Background: an optimization exercise with open tools, aiming at small area and few clock cycles per item. Do not read the settings as production practice. Only simulation tests tie the RTL to the original design; equivalence was not proved. No activity file was given, so power comes from the tool's default toggle rates.

==> 12-26 <==
## transposed_fir_filter_top
module transposed_fir_filter_top #(
    parameter int MAX_ORDER   = tfir_pkg::MAX_ORDER_DEF,
    parameter int SAMPLE_BITS = tfir_pkg::SAMPLE_BITS_DEF
) (
    input  logic                                      aclk,
    input  logic                                      aresetn,
    input  logic                                      cfg_valid,
    output logic                                      cfg_ready,
    input  logic [tfir_pkg::CFG_IDX_BITS-1:0]         cfg_index,
    input  logic [tfir_pkg::CFG_DATA_BITS-1:0]        cfg_data,
    input  logic                                      s_valid,
    output logic                                      s_ready,
    input  logic signed [SAMPLE_BITS-1:0]             s_sample_in,
    input  logic                                      s_frame_end_in,
    output logic                                      m_valid,
  ...
==> flow/config.mk <==
export PLATFORM = sky130hd
export DESIGN_NAME = transposed_fir_filter_top
export DESIGN_NICKNAME = transposed_fir_filter_top
export VERILOG_FILES = /design/flow/design.v
export SDC_FILE = /design/flow/constraint.sdc
export NUM_CORES = 4
export LEC_CHECK = 0
export CAP_MARGIN = 20
export CORE_MARGIN = 2
export CORE_UTILIZATION = 45
export CTS_BUF_LIST = sky130_fd_sc_hd__clkbuf_16
export CTS_CLUSTER_DIAMETER = 80
export CTS_CLUSTER_SIZE = 25
export GPL_TIMING_DRIVEN = 0
export PLACE_DENSITY = 0.6
export SETUP_SLACK_MARGIN = 0.3
export SLEW_MARGIN = 20
export SYNTH_HIERARCHICAL = 1
export SYNTH_MINIMUM_KEEP_SIZE = 0
==> flow/constraint.sdc <==
create_clock -name core_clock -period 8.5 [get_ports {aclk}]
set_input_delay 1.7000 -clock core_clock [delete_from_list [all_inputs] [get_ports {aclk}]]
set_output_delay 1.7000 -clock core_clock [all_outputs]
set_load 0.01 [all_outputs]
run.sh (not shown) runs the stock make flow with config.mk's settings and CLKGATE_MAP_FILE= SYNTH_SCRIPT=/design/flow/synth_recipe.tcl, a recipe that flattens the netlist after the stock synthesis.
==> 01-16 (differences from 12-26) <==
- CAP_MARGIN: 20 -> 5
- SLEW_MARGIN: 20 -> 5
==> 03-18 (differences from 12-26) <==
- CTS_CLUSTER_DIAMETER: 80 -> 60
- CTS_CLUSTER_SIZE: 25 -> 20
==> 12-25 (differences from 12-26) <==
- CAP_MARGIN: 20 -> 5
- CTS_CLUSTER_DIAMETER: 80 -> 100
- SLEW_MARGIN: 20 -> 5
==> summary.txt <==
| quantity | 01-16 | 12-26 | 03-18 | 12-25 |
|---|---|---|---|---|
| Outcome | failed layout checks | complete, no violations | complete, no violations | failed layout checks |
| Layout check failures | capacitance limit, slew limit | - | - | capacitance limit, slew limit |
| Number of detailed-routing iterations run before antenna repair | 29 | 23 | 22 | 22 |
| Final non-filler cell total | 4869 | 4888 | 4909 | 4862 |
| Highest achievable clock rate | 124.3 MHz | 122.9 MHz | 123.9 MHz | 122.8 MHz |
| Met1 wire length | 85430 µm | 84890 µm | 83250 µm | 84410 µm |
| Maximum ir drop on the vdd rail | 0.4783 mV | 0.3945 mV | 0.3944 mV | 0.4723 mV |
| Pin slew with the least headroom to its limit | 1.665 ns | 1.311 ns | 1.320 ns | 1.623 ns |
| Cell Area, Placed | 47610 µm² | 47970 µm² | 47970 µm² | 47610 µm² |
| Place WS | -0.4132 ns | -0.3665 ns | -0.3665 ns | -0.4132 ns |
| Initial antenna violation count | 19 | 23 | 22 | 23 |
| Final-layout clock buffer total | 31 | 32 | 50 | 25 |
| Critical-path cell with the highest stage delay | nor2b_1 | nor2b_2 | nor2b_2 | nor2b_1 |
| Number of signal-net buffers in the layout | 176 | 185 | 183 | 177 |
| Beginning of the worst register-to-register path | hist[76] | hist[26] | hist[26] | hist[21] |
| Number of placed instances, taps included | 4780 | 4791 | 4791 | 4780 |
| Sequential share of power | 26.9% | 26.7% | 25.7% | 27.5% |
| Max-slew violation count | 38 | 0 | 0 | 36 |
| Period utilization | 94.64% | 95.70% | 94.94% | 95.79% |
| Half-perimeter wire length of the detailed placement result | 192400 µm | 192700 µm | 192700 µm | 192400 µm |
| P_clk | 1.68 mW | 1.71 mW | 2.13 mW | 1.45 mW |
Testbench counts of 12-26, summed over its fixed seeds: cycles 16,288, items 16,000.
Testbench counts of 01-16, summed over its fixed seeds: cycles 16,288, items 16,000.
Testbench counts of 03-18, summed over its fixed seeds: cycles 16,288, items 16,000.
Testbench counts of 12-25, summed over its fixed seeds: cycles 16,288, items 16,000.

[re-timing with driven ports]
No port has a modelled driver above. Below, the same layouts with a new extraction and two added sets of constraints. Step 1, drivers: a clkbuf_16 drives aclk and a buf_2 each remaining input, both assumed. Step 2 also shifts input and output timing later by t, the mid clock arrival at the registers, as if the neighbouring blocks saw the same clock. Slacks: ideal ports / drivers / drivers and shift; pairs: ideal ports / drivers.
run	t (ns)	setup WS [ns]	slew at the worst register clock pin (ns)	worst data-port slew with drivers (ns)	cell pins on the clock port's net
12-26	0.760	0.366 / 0.366 / -0.141	0.10 / 0.10	0.05	1
01-16	0.764	0.456 / 0.456 / -0.109	0.10 / 0.10	0.05	1
03-18	0.730	0.430 / 0.430 / -0.146	0.07 / 0.07	0.05	1
12-25	0.744	0.358 / 0.358 / -0.090	0.11 / 0.11	0.05	1
For 03-18, which loses most, drivers alone change the setup slack by 0.000 ns; drivers and shift together by -0.576 ns.
